Background: an optimization exercise with open tools, aiming at small area, a short achievable clock period and few clock cycles per item. Do not read the settings as production practice.
Function was checked by simulation only, so behaviour that the tests miss may differ from the original.
Power and IR drop assume default switching activity.

$ cat flow/design.v
package cma_pkg;
  localparam int CMA_MAX_HALF_WIDTH = 31;
  localparam int CMA_SAMPLE_BITS    = 24;
  localparam int VALUE_W = 24;
  localparam int YEAR_W  = 14;
  localparam int MONTH_W = 4;
  localparam int TAG_W   = YEAR_W + MONTH_W;
  localparam int CFG_W   = 5;
  localparam int TDATA_W = 48;
  localparam int CNT_W   = 6;                  
  localparam int ACC_W   = VALUE_W + CNT_W;    
endpackage
module cma_vline #(
  parameter int W     = 24,
  parameter int NSEG  = 5,
  parameter int LBASE = 2
) (
  input  logic            clk,
  input  logic            step,
  input  logic            tail,
  input  logic [NSEG-1:0] sel,
  input  logic [W-1:0]    din,
  output logic [W-1:0]    dout
);
  logic [W-1:0] chain [0:NSEG];
  assign chain[0] = din;
  for (genvar j = 0; j < NSEG; j++) begin : g_seg
    localparam int L = LBASE << j;
    logic [7:0] start;
    logic [7:0] first;
    logic [5:0] hold;
    logic [W-1:0] qv [0:L-1];
    if (j == 0) begin : g_s0
      assign start = '0;
    end else begin : g_sj
      assign start = 8'(LBASE) * 8'(sel[j-1:0]);
    end
    assign first = 8'(sel) - start;
    always_ff @(posedge clk) begin
      hold <= first[7] ? '0 : first[5:0];
    end
    for (genvar k = 0; k < L; k++) begin : g_st
      logic         sh;
      logic [W-1:0] q;
      assign sh = step || (tail && (hold <= 6'(k)));
      always_ff @(posedge clk) begin
        if (sh) q <= (k == 0) ? chain[j] : qv[(k == 0) ? 0 : k-1];
      end
      assign qv[k] = q;
    end
    assign chain[j+1] = sel[j] ? qv[L-1] : chain[j];
  end
  always_ff @(posedge clk) begin
    if (step || tail) dout <= chain[NSEG];
  end
endmodule
module cma_tline #(
  parameter int W     = 18,
  parameter int NSEG  = 5,
  parameter int LBASE = 1
) (
  input  logic            clk,
  input  logic            step,
  input  logic            tail,
  input  logic            clr,
  input  logic            mark,
  input  logic [NSEG-1:0] sel,
  input  logic [W-1:0]    din,
  output logic [W-1:0]    dout
);
  logic [W-1:0] chain [0:NSEG];
  logic         mchain [0:NSEG];
  assign chain[0]  = din;
  assign mchain[0] = mark;
  for (genvar j = 0; j < NSEG; j++) begin : g_seg
    localparam int L = LBASE << j;
    logic [W-1:0] qv [0:L-1];
    logic         mv [0:L-1];
    for (genvar k = 0; k < L; k++) begin : g_st
      logic         q_m;
      logic [W-1:0] q;
      always_ff @(posedge clk) begin
        if (step || (tail && !q_m)) q <= (k == 0) ? chain[j] : qv[(k == 0) ? 0 : k-1];
      end
      always_ff @(posedge clk) begin
        if (clr) begin
          q_m <= 1'b0;
        end else if (step) begin
          q_m <= (k == 0) ? mchain[j] : mv[(k == 0) ? 0 : k-1];
        end
      end
      assign qv[k] = q;
      assign mv[k] = q_m;
    end
    assign chain[j+1]  = sel[j] ? qv[L-1] : chain[j];
    assign mchain[j+1] = sel[j] ? mv[L-1] : mchain[j];
  end
  always_ff @(posedge clk) begin
    if (step || tail) dout <= chain[NSEG];
  end
endmodule
module cma_kadd #(
  parameter int W = 30
) (
  input  logic [W-1:0] a,
  input  logic [W-1:0] b,
  input  logic         ci,
  output logic [W-1:0] s
);
  localparam int L = $clog2(W + 1);
  logic [W:0] G [0:L];
  logic [W:0] P [0:L];
  assign G[0] = {a & b, ci};
  assign P[0] = {a ^ b, 1'b0};
  for (genvar l = 0; l < L; l++) begin : g_l
    for (genvar i = 0; i <= W; i++) begin : g_i
      if (i >= (1 << l)) begin : g_c
        assign G[l+1][i] = G[l][i] | (P[l][i] & G[l][i - (1 << l)]);
        assign P[l+1][i] = P[l][i] & P[l][i - (1 << l)];
      end else begin : g_n
        assign G[l+1][i] = G[l][i];
        assign P[l+1][i] = P[l][i];
      end
    end
  end
  assign s = (a ^ b) ^ G[L][W-1:0];
endmodule
import cma_pkg::*;
module cma_slot (
  input  logic               clk,
  input  logic               rst,
  input  logic               cfg,         
  input  logic               cfg_h0,      
  input  logic               part,        
  input  logic               tlast,       
  input  logic [VALUE_W-1:0] x,
  input  logic [VALUE_W-1:0] popv,        
  input  logic [4:0]         h,
  input  logic               h0,          
  output logic               busy,
  output logic               ended,
  output logic               emit,        
  output logic               user,        
  output logic               ended_nx,    
  output logic               busy_q,      
  output logic               ended_q,     
  output logic               done,        
  output logic [ACC_W-1:0]   cs_s,
  output logic [ACC_W-1:0]   cs_c,
  output logic [CNT_W-1:0]   n
);
  logic [5:0]       t;
  logic [4:0]       f;
  logic             short_q;
  logic             pv;        
  logic             ge2h;      
  logic             em;        
  logic             fdone;     
  logic [CNT_W-1:0] n0;
  logic [ACC_W-1:0] b_s;
  logic [ACC_W-1:0] b_c;
  logic [ACC_W-1:0] opa;
  logic [ACC_W-1:0] opb;
  logic [ACC_W-1:0] s1;
  logic [ACC_W-1:0] c1;
  logic [ACC_W-1:0] s2;
  logic [ACC_W-1:0] c2;
  logic             up;        
  logic             dn;        
  logic [4:0]       f1;
  logic [6:0]       t1;
  assign n0     = busy ? n : '0;
  assign b_s    = busy ? cs_s : '0;
  assign b_c    = busy ? cs_c : '0;
  assign up     = !ended && !pv && n0[0];
  assign dn     = ended && pv && !n0[0];
  assign opa    = ended ? '0 : ACC_W'(x);
  assign opb    = pv ? ~(ACC_W'(popv)) : '1;
  assign s1     = b_s ^ b_c ^ opa;
  assign c1     = {(b_s[ACC_W-2:0] & b_c[ACC_W-2:0]) | (b_s[ACC_W-2:0] & opa[ACC_W-2:0]) |
                   (b_c[ACC_W-2:0] & opa[ACC_W-2:0]), !dn};
  assign s2     = s1 ^ c1 ^ opb;
  assign c2     = {(s1[ACC_W-2:0] & c1[ACC_W-2:0]) | (s1[ACC_W-2:0] & opb[ACC_W-2:0]) |
                   (c1[ACC_W-2:0] & opb[ACC_W-2:0]), up};
  assign f1     = ended ? f + 5'd1 : 5'd0;
  assign t1     = {1'b0, t} + 7'd1;
  assign done   = part && (ended ? fdone : (tlast && h0));
  assign emit   = part && em;
  assign user   = done && (ended ? short_q : !ge2h);
  assign ended_nx = part ? ((ended || tlast) && !done) : ended;
  assign busy_q   = !(rst || cfg) && (part ? !done : busy);
  assign ended_q  = !(rst || cfg) && ended_nx;
  always_ff @(posedge clk) begin
    if (rst || cfg) begin
      busy  <= 1'b0;
      ended <= 1'b0;
      t     <= '0;
      f     <= '0;
      pv    <= 1'b0;
      ge2h  <= rst || cfg_h0;
      em    <= rst || cfg_h0;
      fdone <= 1'b0;
    end else if (part) begin
      if (done) begin
        busy  <= 1'b0;
        ended <= 1'b0;
        t     <= '0;
        f     <= '0;
        pv    <= 1'b0;
        ge2h  <= h0;
        em    <= h0;
        fdone <= 1'b0;
      end else begin
        busy  <= 1'b1;
        ended <= ended || tlast;
        t     <= (t == 6'd63) ? t : t1[5:0];
        f     <= f1;
        pv    <= ge2h;
        ge2h  <= (t1 >= {1'b0, h, 1'b0});
        em    <= (t1 >= {2'b00, h});
        fdone <= (f1 + 5'd1 == h);
      end
    end
  end
  always_ff @(posedge clk) begin
    if (part) begin
      short_q <= ended ? short_q : !ge2h;
      n       <= n0 + CNT_W'(!ended) - CNT_W'(pv);
      cs_s    <= s2;
      cs_c    <= c2;
    end
  end
endmodule
module cma_ksub #(
  parameter int W = 8
) (
  input  logic [W-1:0] a,
  input  logic [W-1:0] b,
  output logic         ge,
  output logic [W-1:0] d
);
  localparam int L = $clog2(W + 1);
  logic [W:0] G [0:L];
  logic [W:0] P [0:L];
  assign G[0] = {a & ~b, 1'b1};
  assign P[0] = {~(a ^ b), 1'b0};
  for (genvar l = 0; l < L; l++) begin : g_l
    for (genvar i = 0; i <= W; i++) begin : g_i
      if (i >= (1 << l)) begin : g_c
        assign G[l+1][i] = G[l][i] | (P[l][i] & G[l][i - (1 << l)]);
        assign P[l+1][i] = P[l][i] & P[l][i - (1 << l)];
      end else begin : g_n
        assign G[l+1][i] = G[l][i];
        assign P[l+1][i] = P[l][i];
      end
    end
  end
  assign d  = ~(a ^ b) ^ G[L][W-1:0];
  assign ge = G[L][W];
endmodule
module cma_divstage #(
  parameter int QW = 24,
  parameter int DW = 6
) (
  input  logic [DW-1:0] r_in,
  input  logic [QW-1:0] b_in,
  input  logic [DW-1:0] den,
  input  logic [DW+1:0] den3,
  output logic [DW-1:0] r_out,
  output logic [QW-1:0] b_out
);
  logic [DW+1:0] v;
  logic [DW+1:0] d1;
  logic [DW:0]   d2;
  logic [DW+1:0] d3;
  logic          g1;
  logic          g2;
  logic          g3;
  assign v = {r_in, b_in[QW-1:QW-2]};
  cma_ksub #(.W(DW+2)) u_s1 (.a(v),         .b({2'b00, den}), .ge(g1), .d(d1));
  cma_ksub #(.W(DW+1)) u_s2 (.a(v[DW+1:1]), .b({1'b0, den}),  .ge(g2), .d(d2));
  cma_ksub #(.W(DW+2)) u_s3 (.a(v),         .b(den3),         .ge(g3), .d(d3));
  assign r_out = g3 ? d3[DW-1:0] : g2 ? {d2[DW-2:0], v[0]} : g1 ? d1[DW-1:0] : v[DW-1:0];
  assign b_out = {b_in[QW-3:0], g2, g3 || (g1 && !g2)};
endmodule
module cma_divider #(
  parameter int QW = 24,
  parameter int DW = 6,
  parameter int XW = 20
) (
  input  logic             clk,
  input  logic             rst,
  input  logic             en,
  input  logic             in_valid,
  input  logic [QW+DW-1:0] in_num,
  input  logic [DW-1:0]    in_den,
  input  logic [DW+1:0]    in_den3,
  input  logic [XW-1:0]    in_side,
  output logic             out_valid,
  output logic [QW-1:0]    out_q,
  output logic [XW-1:0]    out_side
);
  localparam int NS = QW / 2;
  logic [NS:0]   v;
  logic [DW-1:0] r  [0:NS];
  logic [DW-1:0] d  [0:NS];
  logic [DW+1:0] d3 [0:NS];
  logic [QW-1:0] b  [0:NS];
  logic [XW-1:0] s  [0:NS];
  assign v[0]  = in_valid;
  assign r[0]  = in_num[QW+DW-1:QW];
  assign d[0]  = in_den;
  assign d3[0] = in_den3;
  assign b[0]  = in_num[QW-1:0];
  assign s[0]  = in_side;
  for (genvar g = 0; g < NS; g++) begin : g_st
    logic [DW-1:0] rn;
    logic [QW-1:0] bn;
    cma_divstage #(.QW(QW), .DW(DW)) u_stage (
      .r_in  (r[g]),
      .b_in  (b[g]),
      .den   (d[g]),
      .den3  (d3[g]),
      .r_out (rn),
      .b_out (bn)
    );
    logic          vq;
    logic [DW-1:0] rq;
    logic [DW-1:0] dq;
    logic [DW+1:0] d3q;
    logic [QW-1:0] bq;
    logic [XW-1:0] sq;
    always_ff @(posedge clk) begin
      if (rst) begin
        vq <= 1'b0;
      end else if (en) begin
        vq <= v[g];
      end
    end
    always_ff @(posedge clk) begin
      if (en) begin
        rq  <= rn;
        dq  <= d[g];
        d3q <= d3[g];
        bq  <= bn;
        sq  <= s[g];
      end
    end
    assign v[g+1]  = vq;
    assign r[g+1]  = rq;
    assign d[g+1]  = dq;
    assign d3[g+1] = d3q;
    assign b[g+1]  = bq;
    assign s[g+1]  = sq;
  end
  assign out_valid = v[NS];
  assign out_q     = b[NS];
  assign out_side  = s[NS];
endmodule
import cma_pkg::*;
module centered_moving_average_unit #(
  parameter int MAX_HALF_WIDTH = CMA_MAX_HALF_WIDTH,
  parameter int SAMPLE_BITS    = CMA_SAMPLE_BITS
) (
  input  logic               clk,
  input  logic               rst,
  input  logic               cfg_wr_en,
  input  logic [CFG_W-1:0]   cfg_wr_data,    
  input  logic               s_axis_tvalid,
  output logic               s_axis_tready,
  input  logic [TDATA_W-1:0] s_axis_tdata,   
  input  logic               s_axis_tlast,   
  output logic               m_axis_tvalid,
  input  logic               m_axis_tready,
  output logic [TDATA_W-1:0] m_axis_tdata,   
  output logic               m_axis_tlast,   
  output logic               m_axis_tuser    
);
  localparam int SIDE_W = TAG_W + 2;
  localparam int RES_W  = VALUE_W + SIDE_W;
  logic [4:0]         h;
  logic               clr;
  logic               in_valid;
  logic [VALUE_W-1:0] in_x;
  logic [TAG_W-1:0]   in_tag;
  logic               in_last;
  logic               acc;
  logic               en;
  logic               skid_valid;
  logic               skid_valid_nx;
  logic               ptr;
  logic [1:0]         s_busy, s_ended, s_emit, s_user, s_ended_nx, s_done, s_part;
  logic               h0;
  logic [ACC_W-1:0]   s_cs  [0:1];
  logic [ACC_W-1:0]   s_cc  [0:1];
  logic [CNT_W-1:0]   s_n   [0:1];
  logic               f_a, f_t, f_b;
  logic               f_a_nx, f_t_nx, in_valid_nx;
  logic               step_r, tail_r;
  logic               cb_nx, ce_nx, ob_nx;
  logic [1:0]         s_busy_q, s_ended_q;
  logic               step;
  logic               tail;
  logic               consume;
  logic               flip;
  logic               ptr_nx;
  logic [VALUE_W-1:0] popv;
  logic [TAG_W-1:0]   ctag;
  logic               e_valid;
  logic               e_slot;
  logic               e_last;
  logic               e_user;
  localparam int LO_W = ACC_W / 2;
  localparam int HI_W = ACC_W - LO_W;
  logic               a_valid;
  logic [LO_W:0]      a_lo;
  logic [HI_W-1:0]    a_hi;
  logic [CNT_W-1:0]   a_den;
  logic [SIDE_W-1:0]  a_side;
  logic [LO_W:0]      lo_sum [0:1];
  logic [HI_W-1:0]    hi_sum [0:1];
  logic               p_valid;
  logic [ACC_W-1:0]   p_num;
  logic [CNT_W-1:0]   p_den;
  logic [CNT_W+1:0]   p_den3;
  logic [SIDE_W-1:0]  p_side;
  logic               d_valid;
  logic [VALUE_W-1:0] d_q;
  logic [SIDE_W-1:0]  d_side;
  logic               arrive;
  logic [RES_W-1:0]   arr_data;
  logic [RES_W-1:0]   skid_data;
  logic [RES_W-1:0]   out_data;
  logic               out_take;
  assign clr = rst || cfg_wr_en;
  assign en  = !skid_valid;
  assign acc = s_axis_tvalid && s_axis_tready && !rst;
  always_ff @(posedge clk) begin
    if (rst) begin
      in_valid <= 1'b0;
    end else begin
      in_valid <= in_valid_nx;
    end
  end
  always_ff @(posedge clk) begin
    if (s_axis_tready) begin
      in_x    <= s_axis_tdata[VALUE_W-1:0];
      in_tag  <= s_axis_tdata[VALUE_W +: TAG_W];
      in_last <= s_axis_tlast;
    end
  end
  always_ff @(posedge clk) begin
    if (rst) begin
      s_axis_tready <= 1'b1;
    end else begin
      s_axis_tready <= !((in_valid && !consume && !cfg_wr_en) || acc) || (!skid_valid_nx && !ce_nx);
    end
  end
  always_ff @(posedge clk) begin
    if (rst) begin
      h  <= '0;
      h0 <= 1'b1;
    end else if (cfg_wr_en) begin
      h  <= cfg_wr_data;
      h0 <= (cfg_wr_data == '0);
    end
  end
  assign step    = en && (in_valid || f_a);
  assign consume = en && in_valid && !f_b;
  assign s_part[0] = en && (ptr ? s_busy[0] : (in_valid || f_b));
  assign s_part[1] = en && (ptr ? (in_valid || f_b) : s_busy[1]);
  assign tail = en && !in_valid && f_t;
  assign flip = ptr ? (s_ended_nx[1] && (!s_busy[0] || s_done[0]))
                    : (s_ended_nx[0] && (!s_busy[1] || s_done[1]));
  assign ptr_nx = clr ? 1'b0 : (step || tail) ? (ptr ^ flip) : ptr;
  assign cb_nx  = ptr_nx ? s_busy_q[1] : s_busy_q[0];
  assign ce_nx  = ptr_nx ? s_ended_q[1] : s_ended_q[0];
  assign ob_nx  = ptr_nx ? s_busy_q[0] : s_busy_q[1];
  assign in_valid_nx = (in_valid && !consume && !cfg_wr_en) || acc;
  assign f_a_nx      = ce_nx || (!cb_nx && ob_nx);
  assign f_t_nx      = ob_nx && cb_nx && !ce_nx;
  always_ff @(posedge clk) begin
    if (rst) begin
      f_a    <= 1'b0;
      f_t    <= 1'b0;
      f_b    <= 1'b0;
      step_r <= 1'b0;
      tail_r <= 1'b0;
    end else begin
      f_a    <= f_a_nx;
      f_t    <= f_t_nx;
      f_b    <= cb_nx && ce_nx;
      step_r <= !skid_valid_nx && (in_valid_nx || f_a_nx);
      tail_r <= !skid_valid_nx && !in_valid_nx && f_t_nx;
    end
  end
  always_ff @(posedge clk) begin
    if (clr) begin
      ptr <= 1'b0;
    end else begin
      ptr <= ptr_nx;
    end
  end
  for (genvar i = 0; i < 2; i++) begin : g_slot
    cma_slot u_slot (
      .clk      (clk),
      .rst      (rst),
      .cfg      (cfg_wr_en),
      .cfg_h0   (cfg_wr_data == '0),
      .part     (s_part[i]),
      .tlast    (in_last),
      .x        (in_x),
      .popv     (popv),
      .h        (h),
      .h0       (h0),
      .busy     (s_busy[i]),
      .ended    (s_ended[i]),
      .emit     (s_emit[i]),
      .user     (s_user[i]),
      .ended_nx (s_ended_nx[i]),
      .busy_q   (s_busy_q[i]),
      .ended_q  (s_ended_q[i]),
      .done     (s_done[i]),
      .cs_s     (s_cs[i]),
      .cs_c     (s_cc[i]),
      .n        (s_n[i])
    );
  end
  cma_vline #(.W(VALUE_W), .NSEG(5), .LBASE(2)) u_vline (
    .clk  (clk),
    .step (step_r),
    .tail (tail_r),
    .sel  (h),
    .din  (in_x),
    .dout (popv)
  );
  cma_tline #(.W(TAG_W), .NSEG(5), .LBASE(1)) u_tline (
    .clk  (clk),
    .step (step_r),
    .tail (tail_r),
    .clr  (clr || ((step || tail) && flip)),
    .mark (consume),
    .sel  (h),
    .din  (in_tag),
    .dout (ctag)
  );
  always_ff @(posedge clk) begin
    if (rst) begin
      e_valid <= 1'b0;
    end else if (en) begin
      e_valid <= s_emit[0] || s_emit[1];
    end
  end
  always_ff @(posedge clk) begin
    if (en) begin
      e_slot <= s_emit[1];
      e_last <= s_emit[1] ? s_done[1] : s_done[0];
      e_user <= s_emit[1] ? s_user[1] : s_user[0];
    end
  end
  for (genvar i = 0; i < 2; i++) begin : g_half
    assign lo_sum[i] = {1'b0, s_cs[i][LO_W-1:0]} + {1'b0, s_cc[i][LO_W-1:0]};
    assign hi_sum[i] = s_cs[i][ACC_W-1:LO_W] + s_cc[i][ACC_W-1:LO_W];
  end
  always_ff @(posedge clk) begin
    if (rst) begin
      a_valid <= 1'b0;
      p_valid <= 1'b0;
    end else if (en) begin
      a_valid <= e_valid;
      p_valid <= a_valid;
    end
  end
  always_ff @(posedge clk) begin
    if (en) begin
      a_lo   <= e_slot ? lo_sum[1] : lo_sum[0];
      a_hi   <= e_slot ? hi_sum[1] : hi_sum[0];
      a_den  <= e_slot ? s_n[1] : s_n[0];
      a_side <= {ctag, e_last, e_user};
      p_num  <= {a_hi + HI_W'(a_lo[LO_W]), a_lo[LO_W-1:0]};
      p_den  <= a_den;
      p_den3 <= {2'b00, a_den} + {1'b0, a_den, 1'b0};
      p_side <= a_side;
    end
  end
  cma_divider #(.QW(VALUE_W), .DW(CNT_W), .XW(SIDE_W)) u_div (
    .clk       (clk),
    .rst       (rst),
    .en        (en),
    .in_valid  (p_valid),
    .in_num    (p_num),
    .in_den    (p_den),
    .in_den3   (p_den3),
    .in_side   (p_side),
    .out_valid (d_valid),
    .out_q     (d_q),
    .out_side  (d_side)
  );
  assign arrive   = en && d_valid;
  assign arr_data = {d_side, d_q};
  assign out_take = !m_axis_tvalid || m_axis_tready;
  assign skid_valid_nx = out_take ? 1'b0 : (skid_valid || arrive);
  always_ff @(posedge clk) begin
    if (rst) begin
      m_axis_tvalid <= 1'b0;
      skid_valid    <= 1'b0;
    end else begin
      skid_valid <= skid_valid_nx;
      if (out_take) begin
        m_axis_tvalid <= skid_valid || arrive;
      end
    end
  end
  always_ff @(posedge clk) begin
    if (out_take) begin
      out_data <= skid_valid ? skid_data : arr_data;
    end
  end
  always_ff @(posedge clk) begin
    if (!out_take && !skid_valid) begin
      skid_data <= arr_data;
    end
  end
  assign m_axis_tdata = {{(TDATA_W - VALUE_W - TAG_W){1'b0}}, out_data[RES_W-1 -: TAG_W], out_data[VALUE_W-1:0]};
  assign m_axis_tlast = out_data[VALUE_W + 1];
  assign m_axis_tuser = out_data[VALUE_W];
endmodule
$ cat flow/run.sh
#!/bin/bash
# synth_recipe.tcl (not shown) runs the flow's synth.tcl, then flattens the netlist and writes it again
# the make line also repeats each setting of config.mk as NAME=value (left out here)
make -C /OpenROAD-flow-scripts/flow DESIGN_CONFIG=/design/flow/config.mk WORK_HOME=/design/flow/orfs CLKGATE_MAP_FILE= SYNTH_SCRIPT=/design/flow/synth_recipe.tcl finish
$ cat flow/config.mk
export PLATFORM = sky130hd
export DESIGN_NAME = centered_moving_average_unit
export DESIGN_NICKNAME = centered_moving_average_unit
export VERILOG_FILES = /design/flow/design.v
export SDC_FILE = /design/flow/constraint.sdc
export NUM_CORES = 4
export LEC_CHECK = 0
export ABC_CLOCK_PERIOD_IN_PS = 2500
export CAP_MARGIN = 20
export CORE_MARGIN = 2
export CORE_UTILIZATION = 40
export CTS_BUF_LIST = sky130_fd_sc_hd__clkbuf_8 sky130_fd_sc_hd__clkbuf_16
export CTS_CLUSTER_DIAMETER = 60
export CTS_CLUSTER_SIZE = 20
export SETUP_SLACK_MARGIN = 2.9
export SLEW_MARGIN = 20
export TNS_END_PERCENT = 10
$ cat flow/constraint.sdc
create_clock -name core_clock -period 5.5 [get_ports {clk}]
set_input_delay 1.1000 -clock core_clock [delete_from_list [all_inputs] [get_ports {clk}]]
set_output_delay 1.1000 -clock core_clock [all_outputs]
set_load 0.01 [all_outputs]
==> summary.txt, run 1 <==
Outcome
  • Status: no timing/DRC/antenna violations

Critical path
  • Series of cell instances along the critical path: buf_4, inv_2, buf_4, ha_1, nor2_1, nor2_1, o21ai_0
  • Largest stage delay on the critical path: 520 ps
  • Data arrival, critical path: between 3000 and 4000 ps
  • CP Capture Type: flip-flop
  • Startpoint-to-endpoint class of the critical path: flip-flop to flip-flop
  • Count of buffering cells on the critical path with inverters included: 3
  • Critical path startpoint category: flip-flop
  • Max Fanout on Critical Path: 32
  • Cell at the slowest stage of the critical path: sky130_fd_sc_hd__buf_4
  • Flop-to-flop setup slack: 2850 ps
  • Required time of the critical path: 6240 ps
  • Kind of cell adding the most delay to the critical path: buffers and inverters

Power and ir drop
  • Relative contribution of sequential cells to total power: 0.565
  • Combinational Power Share: 0.145
  • Internal power contribution: about 0.042 W
  • Psw: roughly 0.014 W
  • Power density relative to cell area: between 300 and 400 nW/µm²
  • Worst IR Drop VDD: between 0.2 and 0.3 mV
  • Leakage power summed over all cells: 48.87 nW
  • Switching power as a share of total power: 0.2448
  • Fraction of power consumed by the clock network: 0.290

Die
  • Starting Density: 0.4019
  • Die outline area: between 300,000 and 400,000 µm²
  • Std-Cell Core Area: between 300,000 and 400,000 µm²
  • Die width: 560.8 µm
  • Number of rows created at floorplan: around 200
  • Height of the chip: ~560 µm
  • Number of ports placed on the die boundary: 111

Global routing
  • Wire length of the first global-routing pass: about 330 mm
  • Vias in the first global route: 55.01k
  • Number of antenna violations at the first check in global routing: 26
  • Met3 track utilization from global routing: 0.01906
  • Met2 layer usage reported by global route: 0.2231
  • Global-route met1 utilization: 0.1899
  • Combined global-route utilization of all metal layers: 0.1361
  • Largest net degree at the start of global routing: 184
  • Gr ovfl total: 0
  • Gr busiest metal: met2

Cells and area
  • Fin area: 139,300 µm²
  • Synthesis-to-finish area growth: 12.32%
  • Share of the core filled with cells in the final layout: 0.4514
  • Number of non-filler instances in the completed layout: 11.32k
  • Most common library cell in the layout ignoring fill and taps: sky130_fd_sc_hd__edfxtp_1
  • Proportion of layout cells with a drive suffix above 1: 0.1399
  • Final net count: around 7.6k
  • Highest-count cells in the layout ignoring fill and taps: 3,217 x sky130_fd_sc_hd__edfxtp_1, 394 x sky130_fd_sc_hd__inv_1, 364 x sky130_fd_sc_hd__ha_1

Synthesis
  • XOR/XNOR Fraction of Synth Area: 0.01427
  • Post-synthesis sequential area ratio: 0.7985
  • Number of enable flip-flop cells after synthesis: around 3.2k
  • Mean cell area of the mapped netlist: 18.73 µm²
  • Gate count of the mapped netlist: 6,622
  • Combinational family with the most area after synthesis: adder cells
  • Share of cell area taken by muxes after synthesis: 0.03971
  • Compound-cell area share of the yosys netlist: 0.03945
  • Number of warning messages in the yosys log: between 40 and 50
  • Basic-gate share of the synthesized area counting and, or, nand and nor cells: 0.03827
  • Netlist area before placement: 124,000 µm²
  • Adder and majority cell fraction of the synthesized area: 0.05523
  • Fraction of synthesis flops using an asynchronous set or reset pin: 0
  • Dominant synthesized flop cell: sky130_fd_sc_hd__edfxtp_1
  • Count of distinct cell types in the synthesized netlist: just under 80
  • Register bit count reported by yosys: 3,338

Hold path
  • Hold Path Class: flip-flop to flip-flop

STA
  • Final clock skew: 102.0 ps
  • Final period util: 0.4813
  • Final Hold Violating Endpoints: 0
  • Number of endpoints failing setup at the final stage: 0
  • Worst-margin pin slew: 1064 ps
  • Final slew viol count: 0
  • Minimum period implied by the final worst setup slack: about 2600 ps
  • Max Clock Freq: 377.8 MHz
  • Slew margin rel.: 0.2905
  • Post-route setup TNS: 0 ps
  • Setup repair after global routing missed its margin: yes

Detailed routing
  • Number of DRC violations after detailed routing: 0
  • Final wirelength: 219.0 mm
  • Number of detailed-routing iterations run before antenna repair: 5
  • Via total after detailed routing: about 55k
  • Number of violations reported at the end of detailed-routing iteration 0: between 4k and 5k
  • Count of antenna-violating nets left after detailed routing: 0
  • Average detailed-routed wire length per instance: 19.35 µm
  • Vias per Instance: 4.865

Clock network
  • Number of clock sinks: 3,338
  • Maximum level of the CTS H-tree: 4
  • CTS tree: yes
  • Clock latency on the worst-skew pair: between 900 and 1000 ps
  • Total CTS buffers: 219
  • Largest buffer count on any clock path: 4
  • Clock Root Buffer: sky130_fd_sc_hd__clkbuf_16
  • Clk pin slew, worst setup/hold paths: 80 ps

Job
  • Max-capacitance violation count: 0

Placed design
  • Sum of net half-perimeters after detailed placement: ~140 mm
  • Placed cell areas: 130,700 µm²
  • Buffers on Ports: 98
  • Weighted congestion at the end of routability-driven global placement: 0.8142
  • Total instance count after detailed placement: 10.83k
[kinds of logic (layout without fill, tap and decap cells)]
group | after synthesis | in the layout
muxes | 394 | 394
DFF | 3338 | 3338
AOI/OAI and AO/OA | 778 | 778
xor gates and xnor gates | 202 | 202
and+or+nand+nor | 970 | 971
other | 1 | 21
buffers and inverters | 454 | 1008
adders and majority gates | 485 | 485
[flip-flops by register name (all words and copies together) (netlist names), 15 cells and up]
signal	cells
u_div.g_st.sq	240
u_div.g_st.bq	288
in_x	24
u_tline.g_seg.g_st.q_m	31
a_hi	15
u_vline.dout	24
u_div.g_st.dq	55
u_div.g_st.d3q	88
in_tag	18
g_slot.u_slot.cs_s	60
p_num	30
u_div.g_st.rq	66
u_vline.g_seg.hold	29
g_slot.u_slot.cs_c	60
u_tline.g_seg.g_st.q	558
a_side	20
p_side	20
out_data	44
u_tline.dout	18
skid_data	44
a_lo	16
u_vline.g_seg.g_st.q	1488
[metal layers]
| layer | routed length (µm) | up-vias |
|---|---|---|
| met5 | 0 | - |
| met4 | 6104 | 0 |
| met3 | 9210 | 327 |
| met2 | 104200 | 1066 |
| met1 | 99520 | 27820 |
| li1 | - | 25847 |
[per-stage QoR]
step                      worst slack, ps  total power, W  hold slack (ps)
after floorplan                     -8601         0.03665            400.3
after global placement               1978         0.03864            400.1
after detailed placement             1995         0.03887            404.5
after CTS                            2728         0.05506            369.5
after global routing                 2749         0.05789            394.4
final                                2853         0.05525            372.6
[power by group through the flow]
stage          combinational (W)  sequential (W)  clock [W]
2_1_floorplan            0.00524          0.0314          0
3_3_place_gp             0.00686          0.0318          0
3_5_place_dp             0.00704          0.0318          0
4_1_cts                  0.00713          0.0313     0.0167
5_1_grt                  0.00889          0.0315     0.0175
6_report                 0.00801          0.0312     0.0160
[timing repair]
item                        CTS  global route
hold buffers                  0             0
buffers inserted              6            93
gates resized for setup     113           185
gates cloned                  3             1
setup endpoints to repair  1031           857
pin swaps                     2            52
[cell type report]
class,count,area [µm²]
flip-flops and latches,3338,99050
well taps,4120,5155
repair buffers,301,2683
inverters,338,1309
multi-input cells,2840,24370
clock buffers,223,5547
fillers,26033,169300
repair inverters,2,10.01
clock inverters,144,1145
diodes,11,27.53
[cell usage after synthesis (8+ instances only)]
master | number | area, µm²
sky130_fd_sc_hd__xnor2_1 | 126 | 1104
sky130_fd_sc_hd__a211oi_1 | 29 | 217.7
sky130_fd_sc_hd__mux2_2 | 136 | 1531
sky130_fd_sc_hd__a21o_1 | 19 | 142.6
sky130_fd_sc_hd__nand2_1 | 256 | 960.9
sky130_fd_sc_hd__o21a_1 | 90 | 675.7
sky130_fd_sc_hd__and2_1 | 126 | 788.3
sky130_fd_sc_hd__a31oi_1 | 11 | 68.82
sky130_fd_sc_hd__or3_1 | 18 | 112.6
sky130_fd_sc_hd__o21ai_0 | 270 | 1351
sky130_fd_sc_hd__o31ai_1 | 8 | 60.06
sky130_fd_sc_hd__nand3_1 | 63 | 315.3
sky130_fd_sc_hd__dfxtp_1 | 121 | 2422
sky130_fd_sc_hd__mux2_4 | 162 | 2432
sky130_fd_sc_hd__ha_1 | 381 | 4767
sky130_fd_sc_hd__or2_2 | 19 | 118.9
sky130_fd_sc_hd__fa_1 | 104 | 2082
sky130_fd_sc_hd__buf_2 | 9 | 45.04
sky130_fd_sc_hd__a211o_1 | 15 | 131.4
sky130_fd_sc_hd__xor2_1 | 76 | 665.6
sky130_fd_sc_hd__and3_1 | 12 | 75.07
sky130_fd_sc_hd__nor2b_1 | 114 | 713.2
sky130_fd_sc_hd__o31a_1 | 13 | 113.9
sky130_fd_sc_hd__a2bb2oi_1 | 11 | 96.34
sky130_fd_sc_hd__a21oi_1 | 170 | 850.8
sky130_fd_sc_hd__nor3_1 | 55 | 275.3
sky130_fd_sc_hd__buf_6 | 8 | 90.09
sky130_fd_sc_hd__o41ai_1 | 10 | 87.58
sky130_fd_sc_hd__o21ai_1 | 9 | 45.04
sky130_fd_sc_hd__inv_1 | 333 | 1250
sky130_fd_sc_hd__clkbuf_1 | 83 | 311.6
sky130_fd_sc_hd__buf_1 | 10 | 37.54
sky130_fd_sc_hd__nor4_1 | 11 | 68.82
sky130_fd_sc_hd__edfxtp_1 | 3217 | 96600
sky130_fd_sc_hd__mux2i_1 | 96 | 960.9
sky130_fd_sc_hd__o211ai_1 | 26 | 195.2
sky130_fd_sc_hd__nor2_1 | 230 | 863.3
sky130_fd_sc_hd__a2111oi_0 | 24 | 210.2
sky130_fd_sc_hd__o21bai_1 | 15 | 112.6
sky130_fd_sc_hd__nand2b_1 | 47 | 294.0
[path summary, 6_finish.rpt]
kind                                             startpoint                                   endpoint  cells past startpoint
setup / recovery                          h[3]$_SDFFE_PP0P_        u_vline.g_seg[3].hold[4]$_SDFF_PP0_                      7
hold / removal    u_vline.g_seg[4].g_st[28].q[10]$_DFFE_PP_  u_vline.g_seg[4].g_st[29].q[10]$_DFFE_PP_                      0
setup reg to reg                          h[3]$_SDFFE_PP0P_        u_vline.g_seg[3].hold[4]$_SDFF_PP0_                      7
hold reg to reg   u_vline.g_seg[4].g_st[28].q[10]$_DFFE_PP_  u_vline.g_seg[4].g_st[29].q[10]$_DFFE_PP_                      0
Testbench counts, summed over its fixed seeds: cycles 15,462, items 13,361.
==> inputs of run 2 (changes only) <==
--- a/flow/config.mk
+++ b/flow/config.mk
@@ -13,3 +13,3 @@
 export CTS_CLUSTER_DIAMETER = 60
-export CTS_CLUSTER_SIZE = 20
+export CTS_CLUSTER_SIZE = 30
 export SETUP_SLACK_MARGIN = 2.9
==> summary.txt, run 2 <==
Detailed routing
  • Vias per Instance: 4.871 (+0.12%)
  • Number of DRC violations after detailed routing: 0 (unchanged)
  • Final wirelength: 219.3 mm (+0.13%)
  • Number of violations reported at the end of detailed-routing iteration 0: 4,788 (+0.99%)
  • Average detailed-routed wire length per instance: 19.41 µm (+0.33%)
  • Count of antenna-violating nets left after detailed routing: 0 (unchanged)
  • Number of detailed-routing iterations run before antenna repair: 8 (+3)
  • Via total after detailed routing: 55.02k (-0.080%)

Die
  • Std-Cell Core Area: 308,600 µm² (unchanged)
  • Die width: 560.8 µm (unchanged)
  • Number of rows created at floorplan: 204 (unchanged)
  • Starting Density: 0.4019 (unchanged)
  • Die outline area: 314,500 µm² (unchanged)
  • Number of ports placed on the die boundary: 111 (unchanged)
  • Height of the chip: 560.8 µm (unchanged)

Global routing
  • Vias in the first global route: 54.72k (-0.51%)
  • Wire length of the first global-routing pass: 328.4 mm (-0.71%)
  • Number of antenna violations at the first check in global routing: 27 (+3.8%)
  • Gr ovfl total: 0 (unchanged)
  • Largest net degree at the start of global routing: 184 (unchanged)
  • Combined global-route utilization of all metal layers: 0.1351 (-0.0009481)

Critical path
  • Startpoint-to-endpoint class of the critical path: flip-flop to primary output
  • RR Endpoint: u_vline.dout[23]$_DFFE_PP_
  • Worst Setup SP: out_data[4]$_DFFE_PP_
  • End point of the critical path: m_axis_tdata[4]
  • Origin of the critical flop-to-flop path: h[1]$_SDFFE_PP0P_
  • Depth of the worst register-to-register path: 6 (-1)
  • Series of cell instances along the critical path: dlygate4sd2_1
  • CP Capture Type: primary output
  • Stages on worst setup path: 1 (-6)
  • Kind of cell adding the most delay to the critical path: flip-flops
  • Data arrival, critical path: 1530 ps (-1850 ps)
  • Max Fanout on Critical Path: 1 (-97%)
  • Critical path startpoint category: flip-flop
  • Largest stage delay on the critical path: 370 ps (-150 ps)
  • Cell at the slowest stage of the critical path: sky130_fd_sc_hd__edfxtp_1
  • Count of buffering cells on the critical path with inverters included: 1 (-2)
  • Flop-to-flop setup slack: 2870 ps (about the same)
  • Required time of the critical path: 4400 ps (-1840 ps)

Synthesis
  • Commonest cells in the synthesized netlist: 3,217 x sky130_fd_sc_hd__edfxtp_1, 381 x sky130_fd_sc_hd__ha_1, 333 x sky130_fd_sc_hd__inv_1
  • Post-synthesis cell type with the largest combined area: sky130_fd_sc_hd__edfxtp_1
  • Mean cell area of the mapped netlist: 18.73 µm² (unchanged)
  • Register bit count reported by yosys: 3,338 (unchanged)
  • Most common cell in the synthesized netlist: sky130_fd_sc_hd__edfxtp_1
  • Count of distinct cell types in the synthesized netlist: 77 (unchanged)
  • Dominant synthesized flop cell: sky130_fd_sc_hd__edfxtp_1
  • Top post-synthesis cells by area: sky130_fd_sc_hd__edfxtp_1 78%, sky130_fd_sc_hd__ha_1 3.8%, sky130_fd_sc_hd__mux2_4 2.0%
  • Share of the synthesized area in the top cell type: 0.7790 (unchanged)
  • Gate count of the mapped netlist: 6,622 (unchanged)
  • Fraction of synthesis flops using an asynchronous set or reset pin: 0 (unchanged)
  • Post-synthesis sequential area ratio: 0.7985 (unchanged)
  • Number of enable flip-flop cells after synthesis: 3,217 (unchanged)
  • Netlist area before placement: 124,000 µm² (unchanged)
  • Number of warning messages in the yosys log: 46 (unchanged)

Clock network
  • CTS tree: yes
  • Maximum level of the CTS H-tree: 4 (unchanged)
  • Quantity of hold-fixing buffers added after cts: 0 (unchanged)
  • Number of clock sinks: 3,338 (unchanged)
  • Clk pin slew, worst setup/hold paths: 100 ps (+20 ps)
  • Clock Root Buffer: sky130_fd_sc_hd__clkbuf_16
  • Largest buffer count on any clock path: 4 (unchanged)
  • Total CTS buffers: 188 (-14%)
  • Clock latency on the worst-skew pair: 900 ps (about the same)

Cells and area
  • Final net count: 7,563 (-0.28%)
  • Synthesis-to-finish area growth: 12.38% (about the same)
  • Largest register FFs: 1,488 (unchanged)
  • Largest registers: u_vline.g_seg.g_st.q: 1488 flops, u_tline.g_seg.g_st.q: 558 flops, u_div.g_st.bq: 288 flops
  • Number of filler instances in the final layout: 26.05k (+0.065%)
  • Proportion of layout cells with a drive suffix above 1: 0.1446 (+0.004758)
  • Most common library cell in the layout ignoring fill and taps: sky130_fd_sc_hd__edfxtp_1
  • Number of non-filler instances in the completed layout: 11.29k (-0.20%)
  • Register with the highest flop count: u_vline.g_seg.g_st.q
  • Highest-count cells in the layout ignoring fill and taps: 3,217 x sky130_fd_sc_hd__edfxtp_1, 364 x sky130_fd_sc_hd__ha_1, 335 x sky130_fd_sc_hd__inv_1

STA
  • Number of endpoints failing setup at the final stage: 0 (unchanged)
  • Hold Worst Slack: 382.0 ps (+9.395 ps)
  • Max Clock Freq: 379.8 MHz (+0.54%)
  • Slew margin rel.: 0.2727 (-0.01783)
  • Final period util: 0.4787 (-0.002576)
  • Setup repair after global routing missed its margin: yes
  • Minimum period implied by the final worst setup slack: 2633 ps (-14.17 ps)
  • Post-route setup TNS: 0 ps (unchanged)
  • Final Hold Violating Endpoints: 0 (unchanged)
  • Worst-margin pin slew: 1091 ps (+26.74 ps)
  • Final clock skew: 96.41 ps (-5.581 ps)
  • Final slew viol count: 0 (unchanged)

Power and ir drop
  • Psw: 0.01402 W (+3.6%)
  • Power density relative to cell area: 396.4 nW/µm² (about the same)
  • Combinational Power Share: 0.146 (about the same)
  • Relative contribution of sequential cells to total power: 0.565 (about the same)
  • Fraction of power consumed by the clock network: 0.289 (about the same)
  • Internal power contribution: 0.04123 W (-1.2%)
  • Leakage power summed over all cells: 48.66 nW (-0.43%)
  • Power Total: 0.05525 W (about the same)
  • Worst IR Drop VDD: 0.2867 mV (-1.8%)
  • Switching power as a share of total power: 0.2538 (+0.008923)

Placed design
  • Weighted congestion at the end of routability-driven global placement: 0.8142 (unchanged)
  • Total instance count after detailed placement: 10.83k (unchanged)
  • Buffers on Ports: 98 (unchanged)
  • Sum of net half-perimeters after detailed placement: 143.8 mm (unchanged)

Hold path
  • Hold Path Class: flip-flop to flip-flop
  • Startpoint of the lowest-slack hold path: u_vline.g_seg[2].g_st[5].q[3]$_DFFE_PP_

Outcome
  • Status: no timing/DRC/antenna violations

Job
  • Max-capacitance violation count: 0 (unchanged)
## run 2: area by class of cell
cell class | instances | area (µm²) | area share
Sequential cell | 3338 | 99050 | 0.7108
Antenna cell | 17 | 42.54 | 0.0003053
Inverter | 338 | 1320 | 0.009472
Clock inverter | 134 | 1789 | 0.01284
Timing Repair inverter | 2 | 10.01 | 0.00007183
Timing Repair Buffer | 311 | 2808 | 0.02015
Multi-Input combinational cell | 2840 | 24350 | 0.1747
Tap cell | 4120 | 5155 | 0.03699
Clock buffer | 194 | 4832 | 0.03467
## run 2: through the flow
step,setup slack (ps),utilization,instance area [µm²]
6_report,2867,0.4516,139400
5_1_grt,2777,0.4515,139300
4_1_cts,2696,0.4458,137600
3_5_place_dp,1995,0.4234,130700
3_3_place_gp,1978,0.4233,130600
2_1_floorplan,-8601,-,124100
## run 2: cells by family (layout without fill, tap and decap cells)
group                    Yosys count  in the layout  share of synthesized area
flip-flops                      3338           3338                     0.7985
AND/OR/NAND/NOR                  970            971                    0.03827
AO/OA/AOI/OAI                    778            778                    0.03945
adder cells (fa/ha/maj)          485            485                    0.05523
buffers and inverters            454            979                    0.01452
multiplexers                     394            394                    0.03971
XOR/XNOR                         202            202                    0.01427
other                              1             27                 0.00003024
## run 2: worst min path at each step
stage	end	cells after the start
global route	u_div.g_st[10].bq[18]$_DFFE_PN_	0
global placement	u_vline.g_seg[3].g_st[9].q[18]$_DFFE_PP_	0
floorplan	a_side[0]$_DFFE_PN_	0
CTS	u_vline.g_seg[2].g_st[6].q[3]$_DFFE_PP_	0
detailed placement	a_side[8]$_DFFE_PN_	0
finish	u_vline.g_seg[2].g_st[6].q[3]$_DFFE_PP_	0
## run 2: timing repair
item	in CTS	in global routing
resized for setup	104	207
endpoints found under the setup margin	977	796
pin swaps	0	44
buffers inserted	6	101
cloned	2	4
## run 2: per-layer routing
metal	vias up	routed length, µm	global-route usage
li1	25799	-	-
met1	27844	99600	0.1894
met2	1076	104600	0.2220
met3	297	9304	0.01699
met4	0	5725	0.03784
met5	-	0	0
## run 2: power groups by stage
stage               logic, W  registers (W)  clock network, W
floorplan            0.00524         0.0314                 0
finish               0.00806         0.0312            0.0160
detailed placement   0.00704         0.0318                 0
global placement     0.00686         0.0318                 0
CTS                  0.00714         0.0313            0.0166
global route         0.00894         0.0314            0.0175
==> inputs of run 3 (changes only) <==
--- a/flow/config.mk
+++ b/flow/config.mk
@@ -13,3 +13,3 @@
 export CTS_CLUSTER_DIAMETER = 60
-export CTS_CLUSTER_SIZE = 30
+export CTS_CLUSTER_SIZE = 24
 export SETUP_SLACK_MARGIN = 2.9
==> summary.txt, run 3 <==
Critical path
  • Required time of the critical path: 6250 ps (+1850 ps)
  • Largest stage delay on the critical path: 520 ps (+150 ps)
  • RR Endpoint: u_vline.g_seg[3].hold[4]$_SDFF_PP0_
  • Kind of cell adding the most delay to the critical path: buffers and inverters
  • Depth of the worst register-to-register path: 7 (+1)
  • Count of buffering cells on the critical path with inverters included: 3 (+2)
  • Series of cell instances along the critical path: buf_4, inv_2, buf_4, ha_1, nor2_1, nor2_1, o21ai_0
  • Startpoint-to-endpoint class of the critical path: flip-flop to flip-flop
  • Data arrival, critical path: 3400 ps (+1870 ps)
  • Flop-to-flop setup slack: 2850 ps (-20 ps)
  • CP Capture Type: flip-flop
  • Origin of the critical flop-to-flop path: h[3]$_SDFFE_PP0P_
  • Critical path startpoint category: flip-flop
  • Max Fanout on Critical Path: 32 (+31)
  • Cell at the slowest stage of the critical path: sky130_fd_sc_hd__buf_4

STA
  • Final clock skew: 111.5 ps (+15.06 ps)
  • Setup repair after global routing missed its margin: yes
  • Final slew viol count: 0 (unchanged)
  • Final Hold Violating Endpoints: 0 (unchanged)
  • Hold Worst Slack: 372.2 ps (-9.861 ps)
  • Post-route setup TNS: 0 ps (unchanged)
  • Slew margin rel.: 0.2958 (+0.02312)
  • Minimum period implied by the final worst setup slack: 2653 ps (+20.16 ps)
  • Number of endpoints failing setup at the final stage: 0 (unchanged)
  • Max Clock Freq: 376.9 MHz (-0.76%)
  • Final period util: 0.4824 (+0.003665)
  • Worst-margin pin slew: 1056 ps (-34.69 ps)
  • Smallest setup slack after layout: 2847 ps (-20.16 ps)

Detailed routing
  • Count of antenna-violating nets left after detailed routing: 0 (unchanged)
  • Average detailed-routed wire length per instance: 19.42 µm (about the same)
  • Number of DRC violations after detailed routing: 0 (unchanged)
  • Number of violations reported at the end of detailed-routing iteration 0: 4,706 (-1.7%)
  • Final wirelength: 219.3 mm (about the same)
  • Vias per Instance: 4.877 (+0.11%)
  • Via total after detailed routing: 55.08k (+0.11%)
  • Number of detailed-routing iterations run before antenna repair: 6 (-2)

Placed design
  • Sum of net half-perimeters after detailed placement: 143.8 mm (unchanged)
  • Weighted congestion at the end of routability-driven global placement: 0.8142 (unchanged)
  • Worst slack at placement: 1995 ps (unchanged)
  • Buffers on Ports: 98 (unchanged)

Cells and area
  • Highest-count cells in the layout ignoring fill and taps: 3,217 x sky130_fd_sc_hd__edfxtp_1, 367 x sky130_fd_sc_hd__inv_1, 364 x sky130_fd_sc_hd__ha_1
  • Number of filler instances in the final layout: 26.07k (+0.088%)
  • Largest register FFs: 1,488 (unchanged)
  • Final net count: 7,568 (+0.066%)
  • Most common library cell in the layout ignoring fill and taps: sky130_fd_sc_hd__edfxtp_1
  • Register with the highest flop count: u_vline.g_seg.g_st.q
  • Synthesis-to-finish area growth: 12.15%
  • Proportion of layout cells with a drive suffix above 1: 0.1414 (-0.003252)
  • Largest registers: u_vline.g_seg.g_st.q: 1488 flops, u_tline.g_seg.g_st.q: 558 flops, u_div.g_st.bq: 288 flops

Global routing
  • Vias in the first global route: 54.84k (+0.22%)
  • Wire length of the first global-routing pass: 329.8 mm (+0.44%)
  • Combined global-route utilization of all metal layers: 0.1357 (+0.0006061)
  • Largest net degree at the start of global routing: 184 (unchanged)
  • Gr ovfl total: 0 (unchanged)
  • Number of antenna violations at the first check in global routing: 27 (unchanged)

Synthesis
  • Commonest cells in the synthesized netlist: 3,217 x sky130_fd_sc_hd__edfxtp_1, 381 x sky130_fd_sc_hd__ha_1, 333 x sky130_fd_sc_hd__inv_1
  • Number of warning messages in the yosys log: 46 (unchanged)
  • Post-synthesis sequential area ratio: 0.7985 (unchanged)
  • Top post-synthesis cells by area: sky130_fd_sc_hd__edfxtp_1 78%, sky130_fd_sc_hd__ha_1 3.8%, sky130_fd_sc_hd__mux2_4 2.0%
  • Post-synthesis cell type with the largest combined area: sky130_fd_sc_hd__edfxtp_1
  • Gate count of the mapped netlist: 6,622 (unchanged)
  • Share of the synthesized area in the top cell type: 0.7790 (unchanged)
  • Number of enable flip-flop cells after synthesis: 3,217 (unchanged)
  • Most common cell in the synthesized netlist: sky130_fd_sc_hd__edfxtp_1
  • Fraction of synthesis flops using an asynchronous set or reset pin: 0 (unchanged)
  • Dominant synthesized flop cell: sky130_fd_sc_hd__edfxtp_1
  • Mean cell area of the mapped netlist: 18.73 µm² (unchanged)
  • Count of distinct cell types in the synthesized netlist: 77 (unchanged)
  • Register bit count reported by yosys: 3,338 (unchanged)
  • Netlist area before placement: 124,000 µm² (unchanged)

Clock network
  • Quantity of hold-fixing buffers added after cts: 0 (unchanged)
  • Number of clock sinks: 3,338 (unchanged)
  • Clk pin slew, worst setup/hold paths: 90 ps (about the same)
  • CTS tree: yes
  • Clock Root Buffer: sky130_fd_sc_hd__clkbuf_16
  • Total CTS buffers: 200 (+6.4%)
  • Clock latency on the worst-skew pair: 910 ps (about the same)
  • Largest buffer count on any clock path: 4 (unchanged)
  • Maximum level of the CTS H-tree: 4 (unchanged)

Die
  • Number of rows created at floorplan: 204 (unchanged)
  • Starting Density: 0.4019 (unchanged)
  • Die outline area: 314,500 µm² (unchanged)
  • Die width: 560.8 µm (unchanged)
  • Height of the chip: 560.8 µm (unchanged)
  • Number of ports placed on the die boundary: 111 (unchanged)
  • Std-Cell Core Area: 308,600 µm² (unchanged)

Power and ir drop
  • Worst IR Drop VDD: 0.2872 mV (+0.16%)
  • Leakage power summed over all cells: 48.67 nW (about the same)
  • Power density relative to cell area: 395.1 nW/µm² (-0.32%)

Hold path
  • Hold Path Class: flip-flop to flip-flop
  • Worst Hold Path EP: u_vline.g_seg[4].g_st[28].q[8]$_DFFE_PP_
  • Startpoint of the lowest-slack hold path: u_vline.g_seg[4].g_st[27].q[8]$_DFFE_PP_
  • Number of cells traversed by the worst hold path: 0 (unchanged)

Job
  • Max-capacitance violation count: 0 (unchanged)

Outcome
  • Status: no timing/DRC/antenna violations
-- run 3: cell types whose count changed in the layout (fill, tap and decap cells not counted), sizes merged, moves of 3 or more --
cell           delta
buf               -6
inv              +13
clkinv            -7
clkdlybuf4s15     -3
diode             -9
clkbuf           +14
-- run 3: what timing repair did --
action	CTS	global route
pin swaps	1	44
buffers inserted	6	95
gates resized for setup	112	204
gates cloned	3	2
endpoints found under the setup margin	1053	858
-- run 3: layout make-up --
cell class,instances,area (µm²),area share
Clock buffer,209,5174,0.03720
Multi-Input combinational cell,2840,24380,0.1753
Sequential cell,3338,99050,0.7122
Clock inverter,135,1259,0.009050
Inverter,338,1328,0.009545
Timing Repair inverter,3,18.77,0.0001349
Timing Repair Buffer,303,2698,0.01940
Antenna cell,8,20.02,0.0001439
Tap cell,4120,5155,0.03706
-- run 3: worst max path at each step --
stage	from	end	cells after the start
floorplan	skid_valid$_SDFF_PP0_	a_den[0]$_DFFE_PN_	4
global placement	rst	step_r$_SDFF_PP0_	7
detailed placement	rst	step_r$_SDFF_PP0_	7
CTS	u_div.g_st[1].d3q[0]$_DFFE_PN_	u_div.g_st[2].rq[3]$_DFFE_PN_	8
global route	g_slot[1].u_slot.cs_s[0]$_DFFE_PN_	a_lo[14]$_DFFE_PN_	10
finish	h[3]$_SDFFE_PP0P_	u_vline.g_seg[3].hold[4]$_SDFF_PP0_	7
-- run 3: power breakdown --
group | internal, W | leakage [nW] | total, W | switching (W)
clock | 0.00727 | 3.31 | 0.0157 | 0.00841
combinational | 0.00375 | 13.5 | 0.00806 | 0.00430
sequential | 0.0303 | 31.8 | 0.0312 | 0.000942
total | 0.0413 | 48.7 | 0.0550 | 0.0137
-- run 3: worst reg2reg max path, delay by kind of cell (launching register included) --
| kind | cells | cell delay (ps) |
|---|---|---|
| flops | 1 | 470 |
| simple gates | 2 | 210 |
| fa+ha+maj | 1 | 390 |
| buf+inv | 3 | 1050 |
| compound gates | 1 | 370 |
-- run 3: logic make-up (layout without fill, tap and decap cells) --
group,after synthesis,in the layout,synth area share
DFF,3338,3338,0.7985
and+or+nand+nor,970,971,0.03827
AOI/OAI and AO/OA,778,778,0.03945
adders and majority gates,485,485,0.05523
buffers and inverters,454,988,0.01452
muxes,394,394,0.03971
xor gates and xnor gates,202,202,0.01427
other,1,18,0.00003024
-- run 3: per-layer routing --
layer	vias up	track usage	routed length (µm)
met5	-	0	0
met4	0	0.03692	5819
met3	338	0.01782	9417
met2	1086	0.2235	104400
met1	27844	0.1897	99680
li1	25811	-	-
-- run 3: through the flow --
stage	util	power, W	instance area, µm²	std cells
final	0.4507	0.05496	139100	11294
after global routing	0.4506	0.05755	139100	11288
after CTS	0.4453	0.05470	137400	11186
after detailed placement	0.4234	0.03887	130700	10833
after global placement	0.4233	0.03864	130600	10831
after floorplan	-	0.03665	124100	6631
==> inputs of run 4 (changes only) <==
--- a/flow/config.mk
+++ b/flow/config.mk
@@ -10,6 +10,6 @@
 export CORE_MARGIN = 2
-export CORE_UTILIZATION = 40
+export CORE_UTILIZATION = 55
 export CTS_BUF_LIST = sky130_fd_sc_hd__clkbuf_8 sky130_fd_sc_hd__clkbuf_16
 export CTS_CLUSTER_DIAMETER = 60
-export CTS_CLUSTER_SIZE = 24
+export CTS_CLUSTER_SIZE = 20
 export SETUP_SLACK_MARGIN = 2.9
==> summary.txt, run 4 <==
Detailed routing
  • Metal1 wirelength: 96.88 mm (-2.8%)
  • Number of detailed-routing iterations run before antenna repair: 6 (unchanged)
  • Sum of met3 wire segment lengths after detailed routing: 11.34 mm (+20%)
  • Highest metal layer with signal wires: met5
  • Final wirelength: 212.5 mm (-3.1%)
  • Number of violations reported at the end of detailed-routing iteration 0: 4,404 (-6.4%)
  • Met2 wire length: 98.54 mm (-5.6%)
  • Count of antenna-violating nets left after detailed routing: 0 (unchanged)
  • Via total after detailed routing: 54.69k (-0.71%)
  • Vias per Instance: 5.367 (+10%)
  • Number of DRC violations after detailed routing: 0 (unchanged)
  • Average detailed-routed wire length per instance: 20.85 µm (+7.4%)

Critical path
  • Kind of cell adding the most delay to the critical path: buffers and inverters
  • Origin of the critical flop-to-flop path: h[0]$_SDFFE_PP0P_
  • Cell at the slowest stage of the critical path: sky130_fd_sc_hd__clkdlybuf4s50_1
  • Required time of the critical path: 4400 ps (-1850 ps)
  • CP Capture Type: primary output
  • Critical path startpoint category: flip-flop
  • Max Fanout on Critical Path: 1 (-97%)
  • Series of cell instances along the critical path: clkdlybuf4s50_1
  • Largest stage delay on the critical path: 530 ps (about the same)
  • Worst Setup SP: out_data[29]$_DFFE_PP_
  • Count of buffering cells on the critical path with inverters included: 1 (-2)
  • Startpoint-to-endpoint class of the critical path: flip-flop to primary output
  • Data arrival, critical path: 1720 ps (-1680 ps)

Hold path
  • Hold Path Class: flip-flop to flip-flop
  • Startpoint of the lowest-slack hold path: p_num[0]$_DFFE_PN_

Global routing
  • Combined global-route utilization of all metal layers: 0.1828 (+0.04711)
  • Largest net degree at the start of global routing: 143 (-22%)
  • Vias in the first global route: 53.79k (-1.9%)
  • Number of antenna violations at the first check in global routing: 23 (-15%)
  • Wire length of the first global-routing pass: 318.8 mm (-3.3%)
  • Gr ovfl total: 0 (unchanged)

Cells and area
  • Register with the highest flop count: u_vline.g_seg.g_st.q
  • Highest-count cells in the layout ignoring fill and taps: 3,217 x sky130_fd_sc_hd__edfxtp_1, 387 x sky130_fd_sc_hd__inv_1, 361 x sky130_fd_sc_hd__ha_1
  • Largest register FFs: 1,488 (unchanged)
  • Largest registers: u_vline.g_seg.g_st.q: 1488 flops, u_tline.g_seg.g_st.q: 558 flops, u_div.g_st.bq: 288 flops
  • Final net count: 7,580 (+0.16%)
  • Most common library cell in the layout ignoring fill and taps: sky130_fd_sc_hd__edfxtp_1
  • Synthesis-to-finish area growth: 11.52%
  • Fin area: 138,300 µm² (-0.57%)
  • Proportion of layout cells with a drive suffix above 1: 0.1414 (about the same)
  • Number of filler instances in the final layout: 16.01k (-39%)

Placed design
  • Worst slack at placement: 1735 ps (-259.4 ps)
  • Sum of net half-perimeters after detailed placement: 138.1 mm (-3.9%)
  • Weighted congestion at the end of routability-driven global placement: 0.8256 (+1.4%)
  • Placed cell areas: 129,100 µm² (-1.2%)
  • Buffers on Ports: 98 (unchanged)

Synthesis
  • Commonest cells in the synthesized netlist: 3,217 x sky130_fd_sc_hd__edfxtp_1, 381 x sky130_fd_sc_hd__ha_1, 333 x sky130_fd_sc_hd__inv_1
  • Post-synthesis sequential area ratio: 0.7985 (unchanged)
  • Mean cell area of the mapped netlist: 18.73 µm² (unchanged)
  • Netlist area before placement: 124,000 µm² (unchanged)
  • Number of warning messages in the yosys log: 46 (unchanged)
  • Gate count of the mapped netlist: 6,622 (unchanged)
  • Number of enable flip-flop cells after synthesis: 3,217 (unchanged)
  • Count of distinct cell types in the synthesized netlist: 77 (unchanged)
  • Dominant synthesized flop cell: sky130_fd_sc_hd__edfxtp_1
  • Fraction of synthesis flops using an asynchronous set or reset pin: 0 (unchanged)
  • Post-synthesis cell type with the largest combined area: sky130_fd_sc_hd__edfxtp_1
  • Register bit count reported by yosys: 3,338 (unchanged)
  • Share of the synthesized area in the top cell type: 0.7790 (unchanged)
  • Most common cell in the synthesized netlist: sky130_fd_sc_hd__edfxtp_1
  • Top post-synthesis cells by area: sky130_fd_sc_hd__edfxtp_1 78%, sky130_fd_sc_hd__ha_1 3.8%, sky130_fd_sc_hd__mux2_4 2.0%

STA
  • Minimum period implied by the final worst setup slack: 2824 ps (+171.5 ps)
  • Post-route setup TNS: 0 ps (unchanged)
  • Slew margin rel.: 0.05966 (-0.2361)
  • Hold Worst Slack: 408.7 ps (+36.57 ps)
  • Max Clock Freq: 354.0 MHz (-6.1%)
  • Final period util: 0.5135 (+0.03118)
  • Final Hold Violating Endpoints: 0 (unchanged)
  • Worst-margin pin slew: 1404 ps (+347.6 ps)
  • Number of endpoints failing setup at the final stage: 0 (unchanged)
  • Setup repair after global routing missed its margin: yes
  • Final clock skew: 37.87 ps (-73.60 ps)
  • Smallest setup slack after layout: 2676 ps (-171.5 ps)
  • Final slew viol count: 0 (unchanged)

Outcome
  • Status: no timing/DRC/antenna violations

Power and ir drop
  • Worst IR Drop VDD: 0.3232 mV (+13%)
  • Leakage power summed over all cells: 48.99 nW (+0.66%)
  • Power Total: 0.05553 W (+1.0%)
  • Power density relative to cell area: 401.5 nW/µm² (+1.6%)

Die
  • Number of ports placed on the die boundary: 111 (unchanged)
  • Die outline area: 229,300 µm² (-27%)
  • Starting Density: 0.5525 (+0.1506)
  • Std-Cell Core Area: 224,500 µm² (-27%)
  • Number of rows created at floorplan: 174 (-15%)
  • Die width: 478.8 µm (-15%)
  • Height of the chip: 478.8 µm (-15%)

Clock network
  • Clock Root Buffer: sky130_fd_sc_hd__clkbuf_16
  • Largest buffer count on any clock path: 3 (-1)
  • Maximum level of the CTS H-tree: 4 (unchanged)
  • Total CTS buffers: 215 (+7.5%)
  • Quantity of hold-fixing buffers added after cts: 0 (unchanged)
  • Number of clock sinks: 3,338 (unchanged)
  • CTS tree: yes
  • Clk pin slew, worst setup/hold paths: 80 ps (about the same)
  • Clock latency on the worst-skew pair: 870 ps (-40 ps)

Job
  • Max-capacitance violation count: 0 (unchanged)
[run 4: cell counts after synthesis]
No cell type changed its count.
[run 4: cells by family after synthesis]
family,synth area share
AOI/OAI and AO/OA,0.03945
DFF,0.7985
buffers and inverters,0.01452
and+or+nand+nor,0.03827
xor gates and xnor gates,0.01427
other,0.00003024
adders and majority gates,0.05523
muxes,0.03971
[run 4: timing repair]
item,CTS,global route
setup endpoints to repair,1685,1508
gates cloned,4,6
pin swaps,1,60
buffers inserted,4,101
resized for setup,75,205
[run 4: worst reg2reg max path: cells and delay by family, from the launching register on]
family                 cells  cell delay [ps]
multiplexers               5             1580
buffers and inverters      1              400
flip-flops                 1              590
[run 4: routing by layer]
metal / global-route usage / vias up
met5: 0 / -
met4: 0.05293 / 6
met3: 0.03683 / 325
met2: 0.2866 / 1083
met1: 0.2628 / 27420
li1: - / 25853
[run 4: final timing paths]
path                                         to  slack [ps]  cells past startpoint
hold reg to reg   u_div.g_st[0].bq[2]$_DFFE_PN_         410                      0
setup reg to reg      u_vline.dout[3]$_DFFE_PP_        2680                      6
hold / removal    u_div.g_st[0].bq[2]$_DFFE_PN_         410                      0
setup / recovery               m_axis_tdata[27]        2680                      1
[run 4: layout make-up]
type                    instances  area (µm²)  area share
clock buffers                 220        5483     0.03965
repair inverters                3       21.27   0.0001538
diodes                         14       35.03   0.0002533
repair buffers                295        2718     0.01965
well taps                    2992        3744     0.02707
flip-flops and latches       3338       99050      0.7162
multi-input cells            2845       24530      0.1774
clock inverters               145        1405     0.01016
inverters                     338        1309    0.009464
[run 4: per-stage QoR]
stage / instances / utilization
floorplan: 6631 / -
detailed placement: 9696 / 0.5754
finish: 10190 / 0.6161
global route: 10183 / 0.6160
CTS: 10069 / 0.6080
global placement: 9696 / 0.5754
[run 4: power by group]
| part | internal, W | switching (W) | leakage (nW) |
|---|---|---|---|
| sequential | 0.0303 | 0.000996 | 31.8 |
| clock | 0.00783 | 0.00842 | 3.60 |
| combinational | 0.00378 | 0.00421 | 13.6 |
| total | 0.0419 | 0.0136 | 49.0 |
==> inputs of run 5 (changes only) <==
--- a/flow/config.mk
+++ b/flow/config.mk
@@ -10,3 +10,3 @@
 export CORE_MARGIN = 2
-export CORE_UTILIZATION = 55
+export CORE_UTILIZATION = 40
 export CTS_BUF_LIST = sky130_fd_sc_hd__clkbuf_8 sky130_fd_sc_hd__clkbuf_16
@@ -14,3 +14,3 @@
 export CTS_CLUSTER_SIZE = 20
-export SETUP_SLACK_MARGIN = 2.9
+export SETUP_SLACK_MARGIN = 3.0
 export SLEW_MARGIN = 20
==> summary.txt, run 5 <==
STA
  • Final slew viol count: 0 (unchanged)
  • Final clock skew: 102.9 ps (+64.99 ps)
  • Minimum period implied by the final worst setup slack: 2674 ps (-150.3 ps)
  • Number of endpoints failing setup at the final stage: 0 (unchanged)
  • Slew margin rel.: 0.2936 (+0.2340)
  • Final period util: 0.4862 (-0.02733)
  • Worst-margin pin slew: 1060 ps (-344.4 ps)
  • Smallest setup slack after layout: 2826 ps (+150.3 ps)
  • Setup repair after global routing missed its margin: yes

Die
  • Std-Cell Core Area: 308,600 µm² (+37%)
  • Number of ports placed on the die boundary: 111 (unchanged)
  • Die outline area: 314,500 µm² (+37%)

Clock network
  • Clock latency on the worst-skew pair: 910 ps (+40 ps)
  • Largest buffer count on any clock path: 4 (+1)
  • CTS tree: yes
  • Number of clock sinks: 3,338 (unchanged)
  • Total CTS buffers: 219 (+1.9%)

Critical path
  • Required time of the critical path: 6250 ps (+1850 ps)
  • Kind of cell adding the most delay to the critical path: simple AND/OR/NAND/NOR gates
  • Flop-to-flop setup slack: 2880 ps (+200 ps)
  • Series of cell instances along the critical path: clkdlybuf4s50_1, buf_4, or2_2, nor3_1, nand4_1, o31ai_1
  • Depth of the worst register-to-register path: 9 (+3)
  • Startpoint-to-endpoint class of the critical path: primary input to flip-flop

Power and ir drop
  • Leakage power summed over all cells: 49.30 nW (+0.64%)

Placed design
  • Buffers on Ports: 98 (unchanged)
  • Worst slack at placement: 1995 ps (+259.4 ps)

Detailed routing
  • Number of detailed-routing iterations run before antenna repair: 5 (-1)
  • Number of DRC violations after detailed routing: 0 (unchanged)
  • Vias per Instance: 4.869 (-9.3%)

Cells and area
  • Highest-count cells in the layout ignoring fill and taps: 3,217 x sky130_fd_sc_hd__edfxtp_1, 378 x sky130_fd_sc_hd__inv_1, 351 x sky130_fd_sc_hd__ha_1
  • Proportion of layout cells with a drive suffix above 1: 0.1558 (+0.01439)
  • Largest register FFs: 1,488 (unchanged)
  • Register with the highest flop count: u_vline.g_seg.g_st.q

Global routing
  • Number of antenna violations at the first check in global routing: 25 (+8.7%)
  • Gr ovfl total: 0 (unchanged)
  • Combined global-route utilization of all metal layers: 0.1367 (-0.04609)
  • Vias in the first global route: 55.19k (+2.6%)

Synthesis
  • Share of the synthesized area in the top cell type: 0.7790 (unchanged)
  • Top post-synthesis cells by area: sky130_fd_sc_hd__edfxtp_1 78%, sky130_fd_sc_hd__ha_1 3.8%, sky130_fd_sc_hd__mux2_4 2.0%
  • Register bit count reported by yosys: 3,338 (unchanged)
  • Most common cell in the synthesized netlist: sky130_fd_sc_hd__edfxtp_1
  • Count of distinct cell types in the synthesized netlist: 77 (unchanged)
  • Fraction of synthesis flops using an asynchronous set or reset pin: 0 (unchanged)
  • Post-synthesis cell type with the largest combined area: sky130_fd_sc_hd__edfxtp_1

Job
  • Max-capacitance violation count: 0 (unchanged)

Hold path
  • Number of cells traversed by the worst hold path: 0 (unchanged)
  • Worst Hold Path EP: u_vline.g_seg[4].g_st[29].q[10]$_DFFE_PP_
  • Hold Path Class: flip-flop to flip-flop

Outcome
  • Status: no timing/DRC/antenna violations
-- run 5: kinds of logic (layout without fill, tap and decap cells) --
logic type               after synthesis  after routing  share of synthesized area
other                                  1             22                 0.00003024
flip-flops                          3338           3338                     0.7985
AO/OA/AOI/OAI                        778            779                    0.03945
multiplexers                         394            394                    0.03971
buffers and inverters                454           1073                    0.01452
XOR/XNOR                             202            202                    0.01427
adder cells (fa/ha/maj)              485            485                    0.05523
AND/OR/NAND/NOR                      970            971                    0.03827
-- run 5: how the worst max path moves through the flow --
stage,startpoint,to,slack (ps)
after CTS,g_slot[1].u_slot.cs_c[0]$_DFFE_PN_,a_lo[14]$_DFFE_PN_,2750
after floorplan,skid_valid$_SDFF_PP0_,a_den[0]$_DFFE_PN_,-8600
after detailed placement,rst,step_r$_SDFF_PP0_,1990
after global routing,out_data[43]$_DFFE_PP_,m_axis_tdata[41],2790
after global placement,rst,step_r$_SDFF_PP0_,1980
final,cfg_wr_en,g_slot[0].u_slot.fdone$_SDFFE_PP0N_,2830
-- run 5: stage by stage --
stage | std cells | area, µm² | setup TNS (ps) | hold slack, ps | util
after floorplan | 6631 | 124100 | -7396880 | 400.3 | -
after global placement | 10831 | 130600 | 0 | 400.1 | 0.4233
after detailed placement | 10833 | 130700 | 0 | 404.5 | 0.4234
after CTS | 11241 | 138200 | 0 | 369.5 | 0.4478
after global routing | 11378 | 140200 | 0 | 394.4 | 0.4544
final | 11384 | 140200 | 0 | 372.4 | 0.4544
-- run 5: per-layer routing --
layer / global-route usage / wire (µm) / vias to the layer above / share of wire
li1: - / - / 25993 / -
met1: 0.1908 / 99370 / 28021 / 0.45
met2: 0.2239 / 105600 / 1096 / 0.48
met3: 0.01920 / 9797 / 319 / 0.044
met4: 0.03896 / 6147 / 0 / 0.028
met5: 0 / 0 / - / 0
-- run 5: layout make-up --
cell class              instances  share of cell area
repair buffers                365             0.02317
multi-input cells            2841              0.1762
repair inverters                3           0.0001338
clock inverters               144            0.008164
diodes                         12           0.0002142
well taps                    4120             0.03676
clock buffers                 223             0.03956
flip-flops and latches       3338              0.7064
inverters                     338            0.009369
-- run 5: report_power, final --
group | switching, W | internal (W)
clock | 0.00831 | 0.00771
combinational | 0.00444 | 0.00409
sequential | 0.000945 | 0.0303
-- run 5: repair_timing --
item | 4_1_cts | 5_1_grt
resized for setup | 163 | 247
hold endpoints to repair | 0 | 0
pin swaps | 6 | 73
setup endpoints to repair | 1628 | 1164
setup buffers | 36 | 126
gates cloned | 5 | 2
